From an optimization exercise on the open Yosys and OpenROAD flow, aimed at small area; shortcuts taken in it are not production practice.
In this exercise RTL edits were held to simulation tests only and were not proved equivalent to the original.

==> flow/design.v <==
module perf_snapshot_unit #(
  parameter int CNT_W = 32
) (
  input  logic             clk,
  input  logic             rst_n,
  input  logic             snap_req,
  input  logic             delta_mode,
  input  logic [CNT_W-1:0] hits,
  input  logic [CNT_W-1:0] misses,
  input  logic [CNT_W-1:0] evictions,
  input  logic [CNT_W-1:0] dirty_evictions,
  input  logic [CNT_W-1:0] predictor_hits,
  input  logic [CNT_W-1:0] predictor_misses,
  input  logic [CNT_W-1:0] stale_events,
  output logic             out_valid,
  input  logic             out_ready,
  output logic [CNT_W-1:0] out_data,
  output logic             out_last,
  output logic [2:0]       out_index,
  output logic             busy,
  output logic [7:0]       drop_count
);
  logic [6:0][CNT_W-1:0] cur, cap, old;
  logic valid_q, first_n, zold, delta_q, accept, xfer, sub_en;
  logic [2:0] idx;
  logic [15:0] seq;
  logic [CNT_W-1:0] a_word, b_word;
  assign cur = {stale_events, predictor_misses, predictor_hits, dirty_evictions,
                evictions, misses, hits};
  assign xfer = valid_q && out_ready;
  assign accept = snap_req && (!valid_q || (idx == 3'd7 && out_ready));
  always_ff @(posedge clk or negedge rst_n) begin
    if (!rst_n) begin
      valid_q <= 1'b0;
      first_n <= 1'b0;
      drop_count <= '0;
    end else begin
      if (accept) begin
        valid_q <= 1'b1;
        first_n <= 1'b1;
      end else begin
        if (xfer && idx == 3'd7) valid_q <= 1'b0;
        if (snap_req && drop_count != 8'hFF) drop_count <= drop_count + 8'd1;
      end
    end
  end
  always_ff @(posedge clk) begin
    if (accept) begin
      cap <= cur;
      old <= cap;
      zold <= !first_n;
      delta_q <= delta_mode;
      seq <= first_n ? seq + 16'd1 : 16'd0;
      idx <= 3'd0;
    end else if (xfer) begin
      idx <= idx + 3'd1;
    end
  end
  assign sub_en = delta_q && !zold;
  logic [7:0] sel;
  always_comb begin
    for (int k = 0; k < 8; k++) sel[k] = idx == 3'(k);
    a_word = {8'hA5, 4'd7, 3'b000, delta_q, seq} & {CNT_W{sel[0]}};
    b_word = '0;
    for (int k = 0; k < 7; k++) begin
      a_word = a_word | (cap[k] & {CNT_W{sel[k+1]}});
      b_word = b_word | (old[k] & {CNT_W{sel[k+1] & sub_en}});
    end
  end
  assign out_valid = valid_q;
  assign busy = valid_q;
  assign out_index = idx;
  assign out_last = valid_q && idx == 3'd7;
  assign out_data = a_word - b_word;
endmodule
Settings: LEC_CHECK=0, CAP_MARGIN=0, CORE_MARGIN=2, CORE_UTILIZATION=65, SLEW_MARGIN=0; clock period 6.0 ns.
standard.sh (not shown) runs the stock make flow with config.mk's settings and CLKGATE_MAP_FILE= SYNTH_SCRIPT=/design/flow/synth_recipe.tcl, a recipe that flattens the netlist after the stock synthesis.
==> flow/flow/run.sh <==
#!/bin/bash
# Standard layout with smallest port buffers and a lighter clock tree
# (no dummy loads, clkbuf_8 leaf clusters).
export BUFFER_PORTS_ARGS="-buffer_cell sky130_fd_sc_hd__buf_1"
export CTS_ARGS="-sink_clustering_enable -repair_clock_nets -dont_use_dummy_load -buf_list {sky130_fd_sc_hd__clkbuf_8} -sink_clustering_size 16 -sink_clustering_max_diameter 50"
bash standard.sh > standard.log 2>&1
The starting point completed with no timing, DRC or antenna violations.
Next try:
--- a/flow/design.v
+++ b/flow/design.v
@@ -24,4 +24,5 @@
   logic valid_q, first_n, zold, delta_q, accept, xfer, sub_en;
   logic [2:0] idx;
+  logic [7:0] oh;
   logic [15:0] seq;
   logic [CNT_W-1:0] a_word, b_word;
@@ -53,6 +54,8 @@
       seq <= first_n ? seq + 16'd1 : 16'd0;
       idx <= 3'd0;
+      oh <= 8'd1;
     end else if (xfer) begin
       idx <= idx + 3'd1;
+      oh <= {oh[6:0], oh[7]};
     end
   end
@@ -60,5 +63,5 @@
   logic [7:0] sel;
   always_comb begin
-    for (int k = 0; k < 8; k++) sel[k] = idx == 3'(k);
+    sel = oh;
     a_word = {8'hA5, 4'd7, 3'b000, delta_q, seq} & {CNT_W{sel[0]}};
     b_word = '0;
Effect:
- area after synthesis barely changes
- non-clock buffer count fell by 27
- final area fell by 1.4%
- count of clock-buffer cells in the layout rose by 2
- worst hold slack is better by 0.0093 ns
- die area stays flat
- worst setup slack is better by 0.083 ns
- register-to-register slack is better by 0.45 ns

afterwards: timing with drivers on the ports:
The flow's constraints put no driver on any port. The routed layouts listed below were extracted and timed again, unchanged, in two steps. Step 1: set_driving_cell puts a clkbuf_16 on clk and a buf_2 on each other input, an assumption about the parent block. Step 2 also shifts input and output timing later by t, the mid clock arrival at the registers, as if the neighbouring blocks saw the same clock. Slacks: no drivers / after step 1 / after step 2; pairs: no drivers / after step 1.
| run | shift t [ns] | setup slack, ns | slew at the worst register clock pin (ns) |
|---|---|---|---|
| the first run | 0.601 | 0.176 / 0.126 / 0.727 | 0.10 / 0.10 |
| the second run | 0.599 | 0.258 / 0.211 / 0.810 | 0.10 / 0.10 |
After both steps every run listed still meets setup and hold.
